What follows belongs to an exercise in optimizing a design on an open flow for small area, a short achievable clock period and few clock cycles; a production flow would make more cautious choices. Only simulation tests tie the RTL to the original design; equivalence was not proved. Power is estimated from default activity; no workload was simulated.

Setup of violet:
// mulApbChip
module mulApbChip (
	input logic clk,
	input logic arstN,
	input logic psel,
	input logic penable,
	input logic pwrite,
	input logic [7:0] paddr,
	input logic [31:0] pwdata,
	output logic [31:0] prdata,
	output logic pready,
	output logic pslverr
);
clock: 13.0 ns
lec_check: 0
cap_margin: 20
core_margin: 2
core_utilization: 40
slew_margin: 20
standard.sh (not shown) runs the stock make flow with config.mk's settings and CLKGATE_MAP_FILE= SYNTH_SCRIPT=/design/flow/synth_recipe.tcl, a recipe that flattens the netlist after the stock synthesis.
==> flow/flow/run.sh <==
#!/bin/bash
# The standard layout, with timing repair aimed at a path delay well below
# the clock period: the clock and the constraints are unchanged, only
# repair_timing's setup margin is raised (and kept to the worst endpoints).
set -euo pipefail
export SETUP_SLACK_MARGIN="${FLOW_SETUP_MARGIN:-9.5}"
export TNS_END_PERCENT="${FLOW_TNS_END:-10}"
export BUFFER_PORTS_ARGS="-buffer_cell sky130_fd_sc_hd__buf_2"
export CTS_ARGS="-sink_clustering_enable -repair_clock_nets -dont_use_dummy_load -buf_list {sky130_fd_sc_hd__clkbuf_4 sky130_fd_sc_hd__clkbuf_8}"
# keep each full adder of the multiplier step a module of its own through
# synthesis, so that it maps to one full-adder cell without inverters around it, and keep the
# two address decodes that gate many flip-flops short;
# the netlist is flattened at the end of synthesis as usual
export SYNTH_KEEP_MODULES="fullAdd startDetect addrDecode"
bash standard.sh > flow_standard.log 2>&1
violet: PASS, flow complete, no timing, DRC or antenna violations
Testbench counts of violet, summed over its fixed seeds: cycles 14,400.
[inputs] pepper vs violet
# violet
export LEC_CHECK = 0
export CAP_MARGIN = 20
export CORE_MARGIN = 2
export CORE_UTILIZATION = 40
export SLEW_MARGIN = 20
create_clock -name core_clock -period 13.0 [get_ports {clk}]
# pepper
export LEC_CHECK = 0
export CAP_MARGIN = 20
export CORE_MARGIN = 2
export CORE_UTILIZATION = 60
export SLEW_MARGIN = 20
create_clock -name core_clock -period 13.0 [get_ports {clk}]
-- flow/flow/run.sh --
<<< violet, line 6
export SETUP_SLACK_MARGIN="${FLOW_SETUP_MARGIN:-9.5}"
>>> pepper, line 6
export SETUP_SLACK_MARGIN="${FLOW_SETUP_MARGIN:-9.2}"
==> run notes <==
pepper vs. violet: relative area of clock buffers and inverters in the final design held steady, number of port buffers neither gained nor lost much. Comparing violet and pepper, the higher critical path depth was measured on pepper. Comparing pepper against violet, there is no change at all in CTS buffer count. Summary of pepper over violet: overall routed net length shows a reduction of 1900 µm; non-clock buffer count saw a decrease.

========
mulApbChip, a different RTL version from the one above (not shown whole).
Size: ~1300 cells after synthesis, ~230 flip-flops, roughly 79 I/O pins.
==> flow/config.mk <==
export PLATFORM = sky130hd
export DESIGN_NAME = mulApbChip
export DESIGN_NICKNAME = mulApbChip
export VERILOG_FILES = /design/flow/design.v
export SDC_FILE = /design/flow/constraint.sdc
export NUM_CORES = 4
export LEC_CHECK = 0
export CAP_MARGIN = 20
export CORE_MARGIN = 2
export CORE_UTILIZATION = 40
export SLEW_MARGIN = 20
==> flow/constraint.sdc <==
create_clock -name core_clock -period 13.0 [get_ports {clk}]
set_input_delay 2.6000 -clock core_clock [delete_from_list [all_inputs] [get_ports {clk}]]
set_output_delay 2.6000 -clock core_clock [all_outputs]
set_load 0.01 [all_outputs]
==> flow/flow/run.sh <==
#!/bin/bash
# The standard layout, with timing repair aimed at a path delay well below
# the clock period: the clock and the constraints are unchanged, only
# repair_timing's setup margin is raised (and kept to the worst endpoints).
set -euo pipefail
export SETUP_SLACK_MARGIN="${FLOW_SETUP_MARGIN:-9.4}"
export TNS_END_PERCENT="${FLOW_TNS_END:-10}"
export BUFFER_PORTS_ARGS="-buffer_cell sky130_fd_sc_hd__buf_2"
export CTS_ARGS="-sink_clustering_enable -repair_clock_nets -dont_use_dummy_load -sink_clustering_size 12 -buf_list {sky130_fd_sc_hd__clkbuf_4 sky130_fd_sc_hd__clkbuf_8}"
# keep each full adder of the multiplier step a module of its own through
# synthesis, so that it maps to one full-adder cell without inverters around it, and keep the
# two address decodes that gate many flip-flops short;
# the netlist is flattened at the end of synthesis as usual
export SYNTH_KEEP_MODULES="fullAdd startDetect addrDecode xorKeep"
bash standard.sh > flow_standard.log 2>&1
Testbench counts at the start, summed over its fixed seeds: cycles 14,400.
==> next run, changes <==
--- a/flow/flow/run.sh
+++ b/flow/flow/run.sh
@@ -8,3 +8,3 @@
 export BUFFER_PORTS_ARGS="-buffer_cell sky130_fd_sc_hd__buf_2"
-export CTS_ARGS="-sink_clustering_enable -repair_clock_nets -dont_use_dummy_load -sink_clustering_size 12 -buf_list {sky130_fd_sc_hd__clkbuf_4 sky130_fd_sc_hd__clkbuf_8}"
+export CTS_ARGS="-sink_clustering_enable -repair_clock_nets -dont_use_dummy_load -buf_list {sky130_fd_sc_hd__clkbuf_4 sky130_fd_sc_hd__clkbuf_8}"
 # keep each full adder of the multiplier step a module of its own through
After rerunning: The new run completed with no timing, DRC or antenna violations. Wire length stays flat. Setup slack is better by 0.0061 ns. Sequential share of layout area hardly moves. Sequential power is about the same. Via count is higher slightly. Non-clock buffer count stays the same. Design area stays flat. Worst hold slack is about the same. Area after synthesis stays the same.
==> next run, changes <==
- SLEW_MARGIN: 20 -> 40
Result:
- The new run ran to the end with no violations
- design area is about the same
- maximum frequency goes up by 0.42%
- final cell count is about the same
- synthesized cell count is unchanged
- area after synthesis does not change
- register-to-register slack stays flat
- wire length stays flat
- die area is unchanged
- hold slack stays flat
- total power stays flat

========
RTL: one of the versions met above, not the one the previous note started from.
Size in the first run: about 1400 cells after synthesis, about 79 I/O pins, roughly 16000 µm² of cells after synthesis.
Settings: LEC_CHECK=0, CAP_MARGIN=20, CORE_MARGIN=2, CORE_UTILIZATION=40, SLEW_MARGIN=20; clock period 13.0 ns.
==> flow/flow/run.sh <==
#!/bin/bash
# The standard layout, with timing repair aimed at a path delay well below
# the clock period: the clock and the constraints are unchanged, only
# repair_timing's setup margin is raised (and kept to the worst endpoints).
set -euo pipefail
export SETUP_SLACK_MARGIN="${FLOW_SETUP_MARGIN:-9.2}"
export TNS_END_PERCENT="${FLOW_TNS_END:-10}"
export BUFFER_PORTS_ARGS="-buffer_cell sky130_fd_sc_hd__buf_2"
export CTS_ARGS="-sink_clustering_enable -repair_clock_nets -dont_use_dummy_load -sink_clustering_size 20 -sink_clustering_max_diameter 80 -buf_list {sky130_fd_sc_hd__clkbuf_8 sky130_fd_sc_hd__clkbuf_16}"
# keep each full adder of the multiplier step a module of its own through
# synthesis, so that it maps to one full-adder cell without inverters around it, and keep the
# two address decodes that gate many flip-flops short;
# the netlist is flattened at the end of synthesis as usual
export SYNTH_KEEP_MODULES="fullAdd startDetect addrDecode"
bash standard.sh > flow_standard.log 2>&1
The starting point completed without violations.
Testbench counts at the start, summed over its fixed seeds: cycles 14,400.
Next try:
--- a/flow/flow/run.sh
+++ b/flow/flow/run.sh
@@ -9 +9 @@
-export CTS_ARGS="-sink_clustering_enable -repair_clock_nets -dont_use_dummy_load -sink_clustering_size 20 -sink_clustering_max_diameter 80 -buf_list {sky130_fd_sc_hd__clkbuf_8 sky130_fd_sc_hd__clkbuf_16}"
+export CTS_ARGS="-sink_clustering_enable -repair_clock_nets -dont_use_dummy_load -sink_clustering_size 16 -sink_clustering_max_diameter 80 -buf_list {sky130_fd_sc_hd__clkbuf_4 sky130_fd_sc_hd__clkbuf_8}"
After rerunning: The changed run ran to the end with no violations. Routed wire length is about the same. Synthesized cell count is unchanged. First-iteration DRC count climbs by about 3.2%. Setup slack gets worse by 0.13 ns. Count of clock-buffer cells in the layout climbs by 2. Die area is unchanged. Power drops by about 9%. Register-to-register slack gets better by 0.05 ns. Fmax drops by 3.2%.
Next try:
--- a/flow/flow/run.sh
+++ b/flow/flow/run.sh
@@ -6 +6 @@
-export SETUP_SLACK_MARGIN="${FLOW_SETUP_MARGIN:-9.2}"
+export SETUP_SLACK_MARGIN="${FLOW_SETUP_MARGIN:-9.4}"
@@ -9 +9 @@
-export CTS_ARGS="-sink_clustering_enable -repair_clock_nets -dont_use_dummy_load -sink_clustering_size 16 -sink_clustering_max_diameter 80 -buf_list {sky130_fd_sc_hd__clkbuf_4 sky130_fd_sc_hd__clkbuf_8}"
+export CTS_ARGS="-sink_clustering_enable -repair_clock_nets -dont_use_dummy_load -buf_list {sky130_fd_sc_hd__clkbuf_4 sky130_fd_sc_hd__clkbuf_8}"
The changed run produced a clean layout.
Synthesized cell count stays the same.
Power goes up by about a fifth.
Synthesized area is unchanged.
Sequential share of layout area goes down by 0.87 points.
Clock-buffer cell count goes up by 21.
Sequential power barely changes.
Maximum frequency goes up by a few percent.
Final area goes up by a few percent.
Hold slack got worse by 0.013 ns.
Routed wire length goes up slightly.
Global-route usage goes up by 0.31 points.

========
Another version of the RTL of mulApbChip (not shown whole).
Size in the first run: roughly 1,500 cells after synthesis, ~230 flip-flops, about 79 I/O pins, about 0.017 mm^2 of cells after synthesis.
export LEC_CHECK = 0
export CAP_MARGIN = 20
export CORE_MARGIN = 2
export CORE_UTILIZATION = 40
export SLEW_MARGIN = 20
create_clock -name core_clock -period 13.0 [get_ports {clk}]
==> flow/flow/run.sh <==
#!/bin/bash
# The standard layout, with timing repair aimed at a path delay well below
# the clock period: the clock and the constraints are unchanged, only
# repair_timing's setup margin is raised (and kept to the worst endpoints).
set -euo pipefail
export SETUP_SLACK_MARGIN="${FLOW_SETUP_MARGIN:-9.2}"
export TNS_END_PERCENT="${FLOW_TNS_END:-10}"
export BUFFER_PORTS_ARGS="-buffer_cell sky130_fd_sc_hd__buf_4"
export CTS_ARGS="-sink_clustering_enable -repair_clock_nets -dont_use_dummy_load -buf_list {sky130_fd_sc_hd__clkbuf_4 sky130_fd_sc_hd__clkbuf_8}"
bash standard.sh > flow_standard.log 2>&1
The baseline produced a clean layout.
Testbench counts at the start, summed over its fixed seeds: cycles 14,400.
Rerun with:
--- a/flow/flow/run.sh
+++ b/flow/flow/run.sh
@@ -7,4 +7,3 @@
 export TNS_END_PERCENT="${FLOW_TNS_END:-10}"
 export BUFFER_PORTS_ARGS="-buffer_cell sky130_fd_sc_hd__buf_4"
-export CTS_ARGS="-sink_clustering_enable -repair_clock_nets -dont_use_dummy_load -buf_list {sky130_fd_sc_hd__clkbuf_4 sky130_fd_sc_hd__clkbuf_8}"
 bash standard.sh > flow_standard.log 2>&1
--- a/flow/config.mk
+++ b/flow/config.mk
@@ -6,6 +6,6 @@
 export NUM_CORES = 4
 export LEC_CHECK = 0
-export CAP_MARGIN = 20
+export CAP_MARGIN = 50
 export CORE_MARGIN = 2
 export CORE_UTILIZATION = 40
-export SLEW_MARGIN = 20
+export SLEW_MARGIN = 70
Area after synthesis is unchanged.
Setup slack is worse by 0.0080 ns.
Register-to-register slack stays flat.
Maximum frequency barely changes.
Critical path depth grows by 14.
Count of clock-buffer cells in the layout shrinks by 7.
Worst hold slack is better by 0.018 ns.
Cell area grows by 4.6%.
Via count hardly moves.
Wire length stays flat.
Power grows by 11%.
Rerun with:
--- a/flow/config.mk
+++ b/flow/config.mk
@@ -6,6 +6,6 @@
 export NUM_CORES = 4
 export LEC_CHECK = 0
-export CAP_MARGIN = 50
+export CAP_MARGIN = 20
 export CORE_MARGIN = 2
 export CORE_UTILIZATION = 40
-export SLEW_MARGIN = 70
+export SLEW_MARGIN = 20
Result: Combinational power fell by about 4%; fmax is about the same; routed wire length fell by 0.43%; final cell count fell by 1.9%; worst setup slack improved by 0.011 ns; worst hold slack got worse by 0.017 ns; first-iteration DRC count rose by 6.2%.

afterwards: timing with drivers on the ports:
The results above use ideal ports. As a check the final layouts listed here were re-extracted and re-timed, cells and wires unchanged.
Step 1 sets driving cells, clkbuf_16 on the clock port and buf_2 on the other inputs (assumed; they add their load-dependent delay and slew).
Step 2 also shifts input and output timing later by t, the mid clock arrival at the registers, as if the neighbouring blocks saw the same clock.
Slacks: ideal ports / drivers / drivers and shift; pairs: ideal ports / drivers.
run	shift t [ns]	setup slack, ns	worst setup path at the end	latest minus earliest clock arrival (ns)	worst slew at a driven data input, ns
violet	0.597	9.360 / 9.307 / 8.804	input to register	0.049 / 0.049	0.04
pepper	0.583	9.171 / 9.182 / 8.616	input to register	0.096 / 0.096	0.03
the first run of note 2	0.581	9.306 / 9.259 / 8.834	input to register	0.037 / 0.038	0.04
the second run of note 2	0.579	9.312 / 9.265 / 8.839	input to register	0.038 / 0.038	0.05
the third run of note 2	0.581	9.327 / 9.281 / 8.842	input to register	0.041 / 0.041	0.04
the first run of note 3	0.543	9.204 / 9.239 / 8.695	input to register	0.071 / 0.071	0.04
the second run of note 3	0.590	9.078 / 9.109 / 8.519	input to register	0.062 / 0.062	0.04
the third run of note 3	0.595	9.333 / 9.281 / 8.801	input to register	0.049 / 0.049	0.04
the first run of note 4	0.613	9.256 / 9.199 / 8.726	input to register	0.037 / 0.037	0.04
the second run of note 4	0.605	9.248 / 9.215 / 8.750	input to register	0.012 / 0.011	0.04
the third run of note 4	0.603	9.259 / 9.206 / 8.698	input to register	0.018 / 0.018	0.04
After both steps setup and hold are still met in every run listed. The setup slack of the third run of note 4, which loses most, moves by -0.053 ns with the drivers and by -0.561 ns with both steps.
